Source: an optimization exercise on an open RTL-to-GDS flow (aim: small area). Production flows keep margins and buffers that such runs may drop. RTL that was checked went through simulation tests only; none was proved equivalent to the original. Power is estimated from default activity; no workload was simulated.

==> inputs of violet <==
==> flow/design.v <==
`timescale 1ns/1ns
module event_readout
(
    input  logic        clk_i,
    input  logic        rdholdoff_reset,
    input  logic        clk_ce_i,
    input  logic [23:0] rdholdoff_i,
    input  logic        sample_wr_en_i,
    input  logic        sample_wr_chan_i,
    input  logic [1:0]  sample_wr_bank_i,
    input  logic [3:0]  sample_wr_addr_i,
    input  logic [15:0] sample_wr_data_i,
    input  logic        hdr_push_i,
    input  logic [15:0] hdr_word_i,
    output logic [15:0] ev_data_o,
    output logic        ev_strobe_o,
    output logic        ev_valid_o,
    output logic        complete_o
);
    logic        valid_q;      
    logic        pause_q;      
    logic        strobe_q;
    logic [6:0]  p_q;          
    logic [24:0] cnt_q;        
    logic [4:0]  wp_q;         
    logic [2:0]  ep_q;         
    logic active, idle, avail, start, cap, last;
    assign active = valid_q & ~pause_q;
    assign idle   = ~valid_q & ~pause_q;
    assign avail  = (wp_q[4:2] != ep_q);
    assign start  = clk_ce_i & idle & avail;
    assign cap    = clk_ce_i & active;
    assign last   = (p_q == 7'd95);
    always_ff @(posedge clk_i) begin
        if (rdholdoff_reset) begin
            valid_q  <= 1'b0;
            pause_q  <= 1'b0;
            strobe_q <= 1'b0;
            wp_q     <= '0;
            ep_q     <= '0;
        end else begin
            strobe_q <= cap;
            if (hdr_push_i) wp_q <= wp_q + 1'b1;
            if (start) valid_q <= 1'b1;
            if (cap && last) begin
                pause_q <= 1'b1;
                ep_q    <= ep_q + 1'b1;
            end
            if (clk_ce_i && pause_q) begin
                valid_q <= 1'b0;
                if (cnt_q[24]) pause_q <= 1'b0;
            end
        end
    end
    always_ff @(posedge clk_i) begin
        if (start) p_q <= 7'd124;
        else if (cap) p_q <= p_q + 1'b1;
    end
    always_ff @(posedge clk_i) begin
        if (cap && last) cnt_q <= {1'b0, rdholdoff_i};
        else cnt_q <= cnt_q - clk_ce_i;
    end
    assign ev_valid_o  = valid_q;
    assign ev_strobe_o = strobe_q;
    assign complete_o  = cap & last;
    logic [15:0] smem [96];
    logic [15:0] hmem [16];
    logic [6:0] waddr;
    assign waddr = sample_wr_chan_i ? (7'd48 + {sample_wr_bank_i, sample_wr_addr_i})
                                    : {1'b0, sample_wr_bank_i, sample_wr_addr_i};
    always_ff @(posedge clk_i) begin
        for (int i = 0; i < 96; i++) begin
            if (sample_wr_en_i && (sample_wr_bank_i != 2'd3) && (waddr == 7'(i)))
                smem[i] <= sample_wr_data_i;
        end
        for (int i = 0; i < 16; i++) begin
            if (hdr_push_i && (wp_q[3:0] == 4'(i)))
                hmem[i] <= hdr_word_i;
        end
    end
    logic [15:0] rd_word;
    logic [15:0] data_q;
    always_comb begin
        rd_word = '0;
        for (int i = 0; i < 96; i++) begin
            if (p_q == 7'(i)) rd_word = rd_word | smem[i];
        end
        for (int i = 0; i < 16; i++) begin
            if (p_q[6:2] == 5'b11111 && p_q[1:0] == 2'(i % 4) && ep_q[1:0] == 2'(i / 4))
                rd_word = rd_word | hmem[i];
        end
    end
    always_ff @(posedge clk_i) data_q <= rd_word;
    assign ev_data_o = data_q;
endmodule
==> flow/run.sh <==
#!/bin/bash
# synth_recipe.tcl (not shown) runs the flow's synth.tcl, then flattens the netlist and writes it again
# the make line also repeats each setting of config.mk as NAME=value (left out here)
make -C /OpenROAD-flow-scripts/flow DESIGN_CONFIG=/design/flow/config.mk WORK_HOME=/design/flow/orfs CLKGATE_MAP_FILE= SYNTH_SCRIPT=/design/flow/synth_recipe.tcl finish
==> flow/config.mk <==
export PLATFORM = sky130hd
export DESIGN_NAME = event_readout
export DESIGN_NICKNAME = event_readout
export VERILOG_FILES = /design/flow/design.v
export SDC_FILE = /design/flow/constraint.sdc
export NUM_CORES = 4
export LEC_CHECK = 0
export CAP_MARGIN = 20
export CORE_MARGIN = 2
export CORE_UTILIZATION = 45
export SLEW_MARGIN = 20
==> flow/constraint.sdc <==
create_clock -name core_clock -period 6.0 [get_ports {clk_i}]
set_input_delay 1.2000 -clock core_clock [delete_from_list [all_inputs] [get_ports {clk_i}]]
set_output_delay 1.2000 -clock core_clock [all_outputs]
set_load 0.01 [all_outputs]
==> amber (differences from violet) <==
--- a/flow/design.v
+++ b/flow/design.v
@@ -65,31 +65,155 @@
     assign complete_o  = cap & last;
     logic [15:0] smem [96];
     logic [15:0] hmem [16];
-    logic [6:0] waddr;
-    assign waddr = sample_wr_chan_i ? (7'd48 + {sample_wr_bank_i, sample_wr_addr_i})
-                                    : {1'b0, sample_wr_bank_i, sample_wr_addr_i};
-    always_ff @(posedge clk_i) begin
-        for (int i = 0; i < 96; i++) begin
-            if (sample_wr_en_i && (sample_wr_bank_i != 2'd3) && (waddr == 7'(i)))
-                smem[i] <= sample_wr_data_i;
-        end
-        for (int i = 0; i < 16; i++) begin
-            if (hdr_push_i && (wp_q[3:0] == 4'(i)))
-                hmem[i] <= hdr_word_i;
-        end
-    end
-    logic [15:0] rd_word;
-    logic [15:0] data_q;
-    always_comb begin
-        rd_word = '0;
-        for (int i = 0; i < 96; i++) begin
-            if (p_q == 7'(i)) rd_word = rd_word | smem[i];
-        end
-        for (int i = 0; i < 16; i++) begin
-            if (p_q[6:2] == 5'b11111 && p_q[1:0] == 2'(i % 4) && ep_q[1:0] == 2'(i / 4))
-                rd_word = rd_word | hmem[i];
-        end
-    end
+    logic [15:0] snext [96];
+    logic [15:0] hnext [16];
+    logic [95:0] s_we, s_we_n;
+    logic [15:0] h_we, h_we_n;
+    er_sample_wdec u_swdec (
+        .wr_i   (sample_wr_en_i),
+        .chan_i (sample_wr_chan_i),
+        .bank_i (sample_wr_bank_i),
+        .addr_i (sample_wr_addr_i),
+        .we_o   (s_we),
+        .we_n_o (s_we_n)
+    );
+    er_hdr_wdec u_hwdec (
+        .push_i (hdr_push_i),
+        .wp_i   (wp_q[3:0]),
+        .we_o   (h_we),
+        .we_n_o (h_we_n)
+    );
+    for (genvar i = 0; i < 96; i++) begin : g_s
+        er_hold u_h (.q_i(smem[i]), .we_i(s_we[i]), .we_n_i(s_we_n[i]),
+                     .d_i(sample_wr_data_i), .y_o(snext[i]));
+        always_ff @(posedge clk_i) smem[i] <= snext[i];
+    end
+    for (genvar i = 0; i < 16; i++) begin : g_h
+        er_hold u_h (.q_i(hmem[i]), .we_i(h_we[i]), .we_n_i(h_we_n[i]),
+                     .d_i(hdr_word_i), .y_o(hnext[i]));
+        always_ff @(posedge clk_i) hmem[i] <= hnext[i];
+    end
+    logic [111:0] rsel;
+    logic [15:0]  rd_word;
+    logic [15:0]  data_q;
     always_ff @(posedge clk_i) data_q <= rd_word;
     assign ev_data_o = data_q;
-endmodule
+    er_rdec u_rdec (
+        .p_i   (p_q),
+        .ep_i  (ep_q[1:0]),
+        .sel_o (rsel)
+    );
+    for (genvar b = 0; b < 16; b++) begin : g_rd
+        logic [111:0] col;
+        for (genvar i = 0; i < 96; i++) begin : g_cs
+            assign col[i] = smem[i][b];
+        end
+        for (genvar i = 0; i < 16; i++) begin : g_ch
+            assign col[96+i] = hmem[i][b];
+        end
+        er_rd_bit u_rd (.sel_i(rsel), .d_i(col), .y_o(rd_word[b]));
+    end
+endmodule
+module er_hold
+(
+    input  logic [15:0] q_i,
+    input  logic        we_i,
+    input  logic        we_n_i,
+    input  logic [15:0] d_i,
+    output logic [15:0] y_o
+);
+    for (genvar b = 0; b < 16; b++) begin : g_b
+        er_hold_bit u_b (.q_i(q_i[b]), .we_i(we_i), .we_n_i(we_n_i), .d_i(d_i[b]), .y_o(y_o[b]));
+    end
+endmodule
+module er_hold_bit
+(
+    input  logic q_i,
+    input  logic we_i,
+    input  logic we_n_i,
+    input  logic d_i,
+    output logic y_o
+);
+    assign y_o = (q_i | we_i) & (d_i | we_n_i);
+endmodule
+module er_sample_wdec
+(
+    input  logic        wr_i,
+    input  logic        chan_i,
+    input  logic [1:0]  bank_i,
+    input  logic [3:0]  addr_i,
+    output logic [95:0] we_o,
+    output logic [95:0] we_n_o
+);
+    for (genvar c = 0; c < 2; c++) begin : g_c
+        for (genvar b = 0; b < 3; b++) begin : g_b
+            for (genvar a = 0; a < 16; a++) begin : g_a
+                assign we_o[c*48+b*16+a] = wr_i && (chan_i == 1'(c)) && (bank_i == 2'(b))
+                                           && (addr_i == 4'(a));
+            end
+        end
+    end
+    assign we_n_o = ~we_o;
+endmodule
+module er_hdr_wdec
+(
+    input  logic        push_i,
+    input  logic [3:0]  wp_i,
+    output logic [15:0] we_o,
+    output logic [15:0] we_n_o
+);
+    for (genvar i = 0; i < 16; i++) begin : g_i
+        assign we_o[i] = push_i && (wp_i == 4'(i));
+    end
+    assign we_n_o = ~we_o;
+endmodule
+module er_rdec
+(
+    input  logic [6:0]   p_i,
+    input  logic [1:0]   ep_i,
+    output logic [111:0] sel_o
+);
+    for (genvar i = 0; i < 96; i++) begin : g_s
+        assign sel_o[i] = (p_i == 7'(i));
+    end
+    for (genvar i = 0; i < 16; i++) begin : g_h
+        assign sel_o[96+i] = (p_i[6:2] == 5'b11111) && (p_i[1:0] == 2'(i % 4))
+                             && (ep_i == 2'(i / 4));
+    end
+endmodule
+module er_rd_bit
+(
+    input  logic [111:0] sel_i,
+    input  logic [111:0] d_i,
+    output logic         y_o
+);
+    logic [37:0] t_n;
+    for (genvar g = 0; g < 37; g++) begin : g_3
+        er_aoi222 u_t (.a_i(sel_i[3*g+2:3*g]), .b_i(d_i[3*g+2:3*g]), .y_o(t_n[g]));
+    end
+    er_nand2 u_t1 (.a_i(sel_i[111]), .b_i(d_i[111]), .y_o(t_n[37]));
+    er_nand38 u_or (.a_i(t_n), .y_o(y_o));
+endmodule
+module er_aoi222
+(
+    input  logic [2:0] a_i,
+    input  logic [2:0] b_i,
+    output logic       y_o
+);
+    assign y_o = ~|(a_i & b_i);
+endmodule
+module er_nand2
+(
+    input  logic a_i,
+    input  logic b_i,
+    output logic y_o
+);
+    assign y_o = ~(a_i & b_i);
+endmodule
+module er_nand38
+(
+    input  logic [37:0] a_i,
+    output logic        y_o
+);
+    assign y_o = ~&a_i;
+endmodule
--- a/flow/config.mk
+++ b/flow/config.mk
@@ -5,7 +5,11 @@
 export SDC_FILE = /design/flow/constraint.sdc
 export NUM_CORES = 4
 export LEC_CHECK = 0
-export CAP_MARGIN = 20
+export CAP_MARGIN = 0
 export CORE_MARGIN = 2
 export CORE_UTILIZATION = 45
-export SLEW_MARGIN = 20
+export CTS_CLUSTER_DIAMETER = 100
+export CTS_CLUSTER_SIZE = 22
+export SLEW_MARGIN = 0
+export SYNTH_HIERARCHICAL = 1
+export SYNTH_MINIMUM_KEEP_SIZE = 0
==> comparison <==
amber completed without violations. violet passed the timing, DRC and antenna checks. Of amber and violet, amber has the higher worst setup slack (gap 0.28 ns). Between amber and violet, the lower critical path depth is in amber (gap 3). Of amber and violet, amber has the higher final cell count (gap about 11%, measured against violet). Routed wire length: violet is higher than amber (63%). Between violet and amber, the lower fmax is in violet (gap about 5.5%, measured against amber). Between violet and amber, the lower hold slack is in amber (gap 0.0033 ns).
==> figures <==
	amber	violet
Number of enable flip-flop cells after synthesis	0	1792
Detailed-routing wirelength on met1	95.4 mm	125 mm
Number of buffers and inverters on the critical path	0	2
Met2 track utilization from global routing	47.1%	63.7%
Switching power as a share of total power	25.4%	28.7%
Status	timing/DRC/antenna clean	timing/DRC/antenna clean
Number of violations reported at the end of detailed-routing iteration 0	7265	11900
Basic-gate share of the synthesized area counting and, or, nand and nor cells	6.43%	7.83%
Cell Area, Synth	63800 um^2	68900 um^2
Relative contribution of the clock network to total power	27.5%	38.6%
TAP cells	1890	2030
Fmax	0.208 GHz	0.197 GHz
Register area	37100 um^2	55000 um^2
The RTL of violet was laid out without a check of its function.

-- re-timing with driven ports --
Ports are ideal in the flow. The routed layouts listed here were re-timed in OpenROAD.
Step 1 sets driving cells, clkbuf_16 on the clock port and buf_2 on the other inputs (assumed; they add their load-dependent delay and slew).
Step 2 moves the port delays by t, midway between the first and last clock arrival at a register: inputs arrive t later, outputs are due t later. That takes back most of the time a late clock gives input paths.
Slacks: ideal / step 1 / step 2; pairs: ideal / step 1.
| run | shift t [ns] | setup slack, ns | pins driven straight from the clock port |
|---|---|---|---|
| violet | 0.922 | 0.913 / 0.913 / 0.913 | 1 |
| amber | 0.821 | 1.194 / 1.194 / 1.056 | 1 |
After both steps every run listed still meets setup and hold. For amber, which loses most, drivers alone change the setup slack by 0.000 ns; drivers and shift together by -0.138 ns.
